Context: an optimization exercise on an open-source flow, tuned for small area. The choices shown serve that exercise and are no tape-out recipe. Function was checked by simulation only, so behaviour that the tests miss may differ from the original. Power is estimated from default activity; no workload was simulated.

--- design/flow/run.sh ---
#!/bin/bash
# synth_recipe.tcl (not shown) runs the flow's synth.tcl, then flattens the netlist and writes it again
# the make line also repeats each setting of config.mk as NAME=value (left out here)
make -C /OpenROAD-flow-scripts/flow DESIGN_CONFIG=/design/flow/config.mk WORK_HOME=/design/flow/orfs CLKGATE_MAP_FILE= SYNTH_SCRIPT=/design/flow/synth_recipe.tcl finish
--- design/flow/config.mk ---
export PLATFORM = sky130hd
export DESIGN_NAME = rvsteel_gptimer
export DESIGN_NICKNAME = rvsteel_gptimer
export VERILOG_FILES = /design/flow/design.v
export SDC_FILE = /design/flow/constraint.sdc
export NUM_CORES = 4
export LEC_CHECK = 0
export CAP_MARGIN = 20
export CORE_MARGIN = 2
export CORE_UTILIZATION = 40
export SLEW_MARGIN = 20
--- design/flow/constraint.sdc ---
create_clock -name core_clock -period 5.5 [get_ports {clock}]
set_input_delay 1.1000 -clock core_clock [delete_from_list [all_inputs] [get_ports {clock}]]
set_output_delay 1.1000 -clock core_clock [all_outputs]
set_load 0.01 [all_outputs]
--- design/flow/design.v ---
package rvsteel_gptimer_pkg;
    localparam int unsigned ADDR_WIDTH = 8;
    localparam int unsigned DATA_WIDTH = 32;
    localparam logic [7:0] ADDR_CR       = 8'h00;
    localparam logic [7:0] ADDR_PRESCALE = 8'h04;
    localparam logic [7:0] ADDR_MTIMEL   = 8'h08;
    localparam logic [7:0] ADDR_MTIMEH   = 8'h0C;
    localparam logic [7:0] ADDR_STATUS   = 8'h10;
    localparam logic [7:0] ADDR_IE       = 8'h14;
    localparam logic [7:0] CH_BASE   = 8'h20;
    localparam logic [7:0] CH_STRIDE = 8'h10;
    localparam int unsigned CR_EN_BIT        = 0;
    localparam int unsigned CR_CLR_BIT       = 1;
    localparam int unsigned CCR_EN_BIT       = 0;
    localparam int unsigned CCR_PERIODIC_BIT = 1;
    localparam logic [63:0] CMP_RESET = '1;
    typedef enum logic [1:0] {
        CH_CMPL   = 2'd0,
        CH_CMPH   = 2'd1,
        CH_PERIOD = 2'd2,
        CH_CCR    = 2'd3
    } ch_reg_e;
endpackage
module rvsteel_gptimer_channel
(
    input  logic        clock,
    input  logic        reset,
    input  logic [63:0] mtime,
    input  logic [31:0] write_data,
    input  logic        wr_cmpl,
    input  logic        wr_cmph,
    input  logic        wr_period,
    input  logic        wr_ccr,
    output logic [63:0] cmp,
    output logic [31:0] period,
    output logic [1:0]  ccr,
    output logic        match
);
    logic reload;
    assign match  = ccr[rvsteel_gptimer_pkg::CCR_EN_BIT] && (mtime >= cmp) && !(wr_cmpl || wr_cmph);
    assign reload = match && ccr[rvsteel_gptimer_pkg::CCR_PERIODIC_BIT] && (period != '0);
    always_ff @(posedge clock or posedge reset) begin
        if (reset) begin
            cmp    <= rvsteel_gptimer_pkg::CMP_RESET;
            period <= '0;
            ccr    <= '0;
        end else begin
            if (reload) cmp <= cmp + {32'b0, period};
            if (wr_cmpl) cmp[31:0] <= write_data;
            if (wr_cmph) cmp[63:32] <= write_data;
            if (wr_period) period <= write_data;
            if (wr_ccr) ccr <= write_data[1:0];
        end
    end
endmodule
module rvsteel_gptimer
#(
    parameter int NUM_CHANNELS    = 4,
    parameter int PRESCALER_WIDTH = 16
) (
    input  logic                    clock,
    input  logic                    reset,
    input  logic [rvsteel_gptimer_pkg::ADDR_WIDTH-1:0] rw_address,
    input  logic                    read_request,
    input  logic [rvsteel_gptimer_pkg::DATA_WIDTH-1:0] write_data,
    input  logic [rvsteel_gptimer_pkg::DATA_WIDTH/8-1:0] write_strobe,
    input  logic                    write_request,
    output logic [rvsteel_gptimer_pkg::DATA_WIDTH-1:0] read_data,
    output logic                    read_response,
    output logic                    write_response,
    output logic [NUM_CHANNELS-1:0] irq
);
    logic                       cr_en;
    logic [PRESCALER_WIDTH-1:0] prescale;
    logic [PRESCALER_WIDTH-1:0] presc_cnt;
    logic [63:0]                mtime;
    logic [63:0]                mtime_ticked;
    logic [NUM_CHANNELS-1:0]    status;
    logic [NUM_CHANNELS-1:0]    ie;
    logic [NUM_CHANNELS-1:0]    match;
    logic [NUM_CHANNELS-1:0]    w1c;
    logic [63:0] cmp    [NUM_CHANNELS];
    logic [31:0] period [NUM_CHANNELS];
    logic [1:0]  ccr    [NUM_CHANNELS];
    logic        aligned;
    logic        wr_ok;
    logic        ch_valid;
    logic [7:0]  ch_idx;
    rvsteel_gptimer_pkg::ch_reg_e     ch_reg;
    logic        wr_cr, wr_prescale, wr_mtimel, wr_mtimeh, wr_status, wr_ie;
    logic        clr;
    logic        tick;
    logic [31:0] rd_mux;
    assign aligned  = rw_address[1:0] == 2'b00;
    assign ch_idx   = (rw_address - rvsteel_gptimer_pkg::CH_BASE) / rvsteel_gptimer_pkg::CH_STRIDE;
    assign ch_valid = (rw_address >= rvsteel_gptimer_pkg::CH_BASE) && (ch_idx < 8'(NUM_CHANNELS));
    assign ch_reg   = rvsteel_gptimer_pkg::ch_reg_e'(rw_address[3:2]);
    assign wr_ok    = write_request && aligned && (write_strobe == 4'hF);
    assign wr_cr       = wr_ok && (rw_address == rvsteel_gptimer_pkg::ADDR_CR);
    assign wr_prescale = wr_ok && (rw_address == rvsteel_gptimer_pkg::ADDR_PRESCALE);
    assign wr_mtimel   = wr_ok && (rw_address == rvsteel_gptimer_pkg::ADDR_MTIMEL);
    assign wr_mtimeh   = wr_ok && (rw_address == rvsteel_gptimer_pkg::ADDR_MTIMEH);
    assign wr_status   = wr_ok && (rw_address == rvsteel_gptimer_pkg::ADDR_STATUS);
    assign wr_ie       = wr_ok && (rw_address == rvsteel_gptimer_pkg::ADDR_IE);
    assign clr          = wr_cr && write_data[rvsteel_gptimer_pkg::CR_CLR_BIT];
    assign tick         = cr_en && (presc_cnt == prescale);
    assign mtime_ticked = mtime + 64'(tick);
    assign w1c          = wr_status ? write_data[NUM_CHANNELS-1:0] : '0;
    always_comb begin
        rd_mux = '0;
        if (aligned) begin
            case (rw_address)
                rvsteel_gptimer_pkg::ADDR_CR:       rd_mux[rvsteel_gptimer_pkg::CR_EN_BIT] = cr_en;
                rvsteel_gptimer_pkg::ADDR_PRESCALE: rd_mux[PRESCALER_WIDTH-1:0] = prescale;
                rvsteel_gptimer_pkg::ADDR_MTIMEL:   rd_mux = mtime[31:0];
                rvsteel_gptimer_pkg::ADDR_MTIMEH:   rd_mux = mtime[63:32];
                rvsteel_gptimer_pkg::ADDR_STATUS:   rd_mux[NUM_CHANNELS-1:0] = status;
                rvsteel_gptimer_pkg::ADDR_IE:       rd_mux[NUM_CHANNELS-1:0] = ie;
                default: begin
                    for (int unsigned n = 0; n < NUM_CHANNELS; n++) begin
                        if (ch_valid && (ch_idx == n[7:0])) begin
                            case (ch_reg)
                                rvsteel_gptimer_pkg::CH_CMPL:   rd_mux = cmp[n][31:0];
                                rvsteel_gptimer_pkg::CH_CMPH:   rd_mux = cmp[n][63:32];
                                rvsteel_gptimer_pkg::CH_PERIOD: rd_mux = period[n];
                                rvsteel_gptimer_pkg::CH_CCR:    rd_mux[1:0] = ccr[n];
                            endcase
                        end
                    end
                end
            endcase
        end
    end
    always_ff @(posedge clock or posedge reset) begin
        if (reset) begin
            read_data      <= '0;
            read_response  <= 1'b0;
            write_response <= 1'b0;
            cr_en              <= 1'b0;
            prescale           <= '0;
            presc_cnt          <= '0;
            mtime              <= '0;
            status             <= '0;
            ie                 <= '0;
            irq                <= '0;
        end else begin
            read_response  <= read_request;
            write_response <= write_request;
            if (read_request) read_data <= rd_mux;
            if (wr_cr) cr_en <= write_data[rvsteel_gptimer_pkg::CR_EN_BIT];
            if (wr_prescale) prescale <= write_data[PRESCALER_WIDTH-1:0];
            if (clr) begin
                presc_cnt <= '0;
                mtime     <= '0;
            end else begin
                if (tick) presc_cnt <= '0;
                else if (cr_en) presc_cnt <= presc_cnt + PRESCALER_WIDTH'(1);
                mtime <= mtime_ticked;
                if (wr_mtimel) mtime[31:0] <= write_data;
                if (wr_mtimeh) mtime[63:32] <= write_data;
            end
            status <= (status & ~w1c) | match;
            if (wr_ie) ie <= write_data[NUM_CHANNELS-1:0];
            irq <= status & ie;
        end
    end
    for (genvar n = 0; n < NUM_CHANNELS; n++) begin : g_ch
        logic ch_sel;
        assign ch_sel = wr_ok && ch_valid && (ch_idx == 8'(n));
        rvsteel_gptimer_channel u_channel (
            .clock      (clock),
            .reset      (reset),
            .mtime      (mtime),
            .write_data (write_data),
            .wr_cmpl    (ch_sel && (ch_reg == rvsteel_gptimer_pkg::CH_CMPL)),
            .wr_cmph    (ch_sel && (ch_reg == rvsteel_gptimer_pkg::CH_CMPH)),
            .wr_period  (ch_sel && (ch_reg == rvsteel_gptimer_pkg::CH_PERIOD)),
            .wr_ccr     (ch_sel && (ch_reg == rvsteel_gptimer_pkg::CH_CCR)),
            .cmp        (cmp[n]),
            .period     (period[n]),
            .ccr        (ccr[n]),
            .match      (match[n])
        );
    end
endmodule
==> run summary <==
-- cells in the final DEF, fill, tap and decap left out, types with 125 or more instances in the layout --
cell / n
nor2_1: 418
a21oi_1: 406
ha_1: 389
inv_1: 334
nand2_1: 325
o21ai_0: 286
dfrtp_1: 279
dfstp_2: 256
buf_4: 158
mux2_2: 153
xnor2_1: 125
-- Yosys cell counts (all sizes together) (22+ instances only) --
master    n  area [um2]
xnor2   125        1090
o21ai   289        1450
a22oi    43         323
and2     22         138
nor3    101         510
mux2i   124        1240
o21a     28         210
nor2b    36         225
a31oi    25         156
a221o    29         290
dfrtp   279        6980
nand2   327        1230
nor4     68         468
a21oi   406        2030
nand4   109         694
buf      55         249
clkbuf  195         733
a21o    117         878
ha      389        4870
a211oi  125         953
mux2    153        1720
nand3   118         591
a221oi   40         350
nor2    426        1600
nand2b   36         225
o211ai   37         278
inv     336        1260
xor2    113         990
dfstp   256        6730
o22ai   117         732
and3     35         219
-- sequential cells by signal, indices dropped and copies added (netlist names), 4 cells and up --
register,cells
g_ch.u_channel.ccr,8
status,4
read_data,32
g_ch.u_channel.cmp,256
g_ch.u_channel.period,128
irq,4
presc_cnt,16
prescale,16
mtime,64
ie,4
-- worst max-delay path by stage --
stage / startpoint / to / cells past startpoint
after floorplan: reset / cr_en / 1
after global placement: rw_address[5] / g_ch[3].u_channel.cmp[60] / 13
after detailed placement: rw_address[5] / g_ch[2].u_channel.cmp[15] / 11
after CTS: g_ch[1].u_channel.cmp[0] / g_ch[1].u_channel.cmp[60] / 13
after global routing: g_ch[1].u_channel.cmp[0] / g_ch[1].u_channel.cmp[60] / 13
final: g_ch[1].u_channel.cmp[0] / g_ch[1].u_channel.cmp[60] / 13
-- cells by family (layout without fill, tap and decap cells) --
group                    count (synthesis)  count (layout)  synth area share
AO/OA/AOI/OAI                         1468            1468             0.226
XOR/XNOR                               238             238            0.0495
adder cells (fa/ha/maj)                393             393             0.118
buffers and inverters                  587             720            0.0534
flip-flops                             535             535             0.326
multiplexers                           286             286            0.0752
other                                    0               3                 0
AND/OR/NAND/NOR                       1346            1346             0.152
-- power groups by stage --
stage	logic (mW)	registers, mW	clock network, mW
floorplan	0.390	4.06	0
global placement	0.775	4.08	0
detailed placement	0.777	4.08	0
CTS	0.780	4.02	4.96
global route	0.833	4.02	5.10
finish	0.810	4.02	4.92
-- metrics by stage --
stage	setup WS, ns	instances
final	0.645	6380
after global routing	0.478	6377
after CTS	0.769	6377
after detailed placement	0.414	6247
after global placement	0.475	6247
after floorplan	-2.67	4853
-- metal layers --
| metal | share of wire | vias to the layer above |
|---|---|---|
| met5 | 0.00041 | - |
| met4 | 0.067 | 4 |
| met3 | 0.12 | 557 |
| met2 | 0.40 | 2550 |
| met1 | 0.41 | 20600 |
| li1 | - | 18100 |
-- cell type report --
type	count	area (um2)	area share
multi-input cells	3731	26200	0.552
well taps	1391	1740	0.0366
diodes	3	7.51	0.000158
flip-flops and latches	535	13700	0.289
clock buffers	108	2140	0.0450
inverters	337	1270	0.0267
clock inverters	22	258	0.00543
repair buffers	253	2170	0.0456
-- critical path, stage by stage, from the launching register on --
cell and delay [ns]:
dfstp_2 0.57, ha_1 0.23, inv_1 0.08, fa_1 0.42
nand2b_1 0.20, a21oi_1 0.21, o41a_1 0.33, a311o_1 0.34
a21o_1 0.26, a41oi_1 0.30, a2111o_1 0.69, nor3_1 0.64
a211oi_1 0.16, a311o_1 0.36
==> run summary <==
H-tree levels 3; Reg2Reg Launch Point g_ch[1].u_channel.cmp[0]; Clk Tree Root Cell clkbuf_16; number of I/O port buffers 85; status complete, no violations; share of cells above drive strength 1 0.154; DRC Markers 0; post-cts sizing count 0; die area between 100000 and 150000 um2; met2 Use GR 0.516; critical path type flop to flop; Post-Syn Instances 4853; Worst EP required slightly above 6 ns; Setup TNS 0 ns; vias in the first global route approximately 40000; final core utilization 0.453; initial antenna violation count 7; Pint ~7.1 mW; largest net degree at the start of global routing 110; yosys warns 5; Final Hold Fails 0; Routed wire per std cell 31.7 um; CP arrival 5.44 ns; Overall Power around 10 mW; Total GRT Usage 0.366; RSZ-0062 raised after global routing false; Vias/cell about 6.6; sequential area share after synthesis 0.326; Cell Pwr Density approximately 210 nW/um2; Reg2Reg Depth 13; Tmin final a little under 5 ns; HP Class flop to flop; syn avg cell area roughly 8.7 um2; Final #Nets about 5400; GR Util met1 0.505; Detailed Place HPWL between 100 and 150 mm; Hold WS approximately 0.51 ns; first-pass GRT wire length 286 mm; io pins 86; Max clock buf depth 3; Area Growth Syn to Fin 12.8%; First-pass DRT Iterations 6; EDFF count, synth 0; GP Congestion 1.06; buffer count from post-CTS setup fixing 0; Flop pwr share 0.412; final setup vio count 0; Routed Antenna Nets 0; final cycle utilization of the critical path 0.883; worst-case register-to-register setup slack ~0.65 ns; Max Slew Vio Count 0; Max-Cap Viols 0; CTS tree done; WL final 202 mm; Sw Share 0.271; Critical Path Source Type flop; Peak VDD IR 0.202 mV; worst rel slew slack 0.249; Die Wd ~330 um; R2R Path End g_ch[1].u_channel.cmp[60]; Synth Register Bits roughly 540; met3 usage 0.0947; Mapped Area between 40000 and 50000 um2; via count around 42000; syn_nets ~5300; filler instances slightly above 10000; Die Y-Extent 328 um; commonest register cell after synthesis dfrtp_1; latest clock arrival within the worst-skew pair 0.67 ns; clk_skew ~0.028 ns; Worst-path clk slew 0.06 ns; hold endpoint g_ch[1].u_channel.cmp[0]; final instance area approximately 48000 um2; crit end category flop; busiest layer in global routing met2; switching pwr ~2.6 mW; # rows ~120; CORE AREA 105000 um2; hold path startpoint g_ch[1].u_channel.cmp[0]; Hold Path Cell Cnt 2; hold_buf cts 0; initial DRC count approximately 5600; worst-margin pin slew approximately 1.1 ns; clock sink count around 540; CP max FO 12; fmax 206 MHz; DP Area 45100 um2; Num CTS Buffers 70; power share of the combinational group 0.083; Cell variety after synth about 100; initial core utilization 0.402; GR Overflow Total 0; LEAKAGE slightly above 20 nW; Clk pwr share 0.505; Synth async-reset ratio 1.00

[static timing again, ports no longer ideal]
How much do the figures lean on ideal ports? The routed layout below was timed once more, with nothing changed but the port constraints.
Step 1, drivers: a clkbuf_16 drives clock and a buf_2 each remaining input, both assumed.
Step 2 also shifts input and output timing later by t, the mid clock arrival at the registers, as if the neighbouring blocks saw the same clock.
Three values: ideal, step 1, step 2; two values: the first two.
shift t [ns]: 0.734
slack for setup (ns): 0.645 / 0.645 / 0.284
worst data-port slew with drivers (ns): 0.06
After both steps this run still meets setup and hold. The setup slack of this run moves by 0.000 ns with the drivers and by -0.361 ns with both steps.
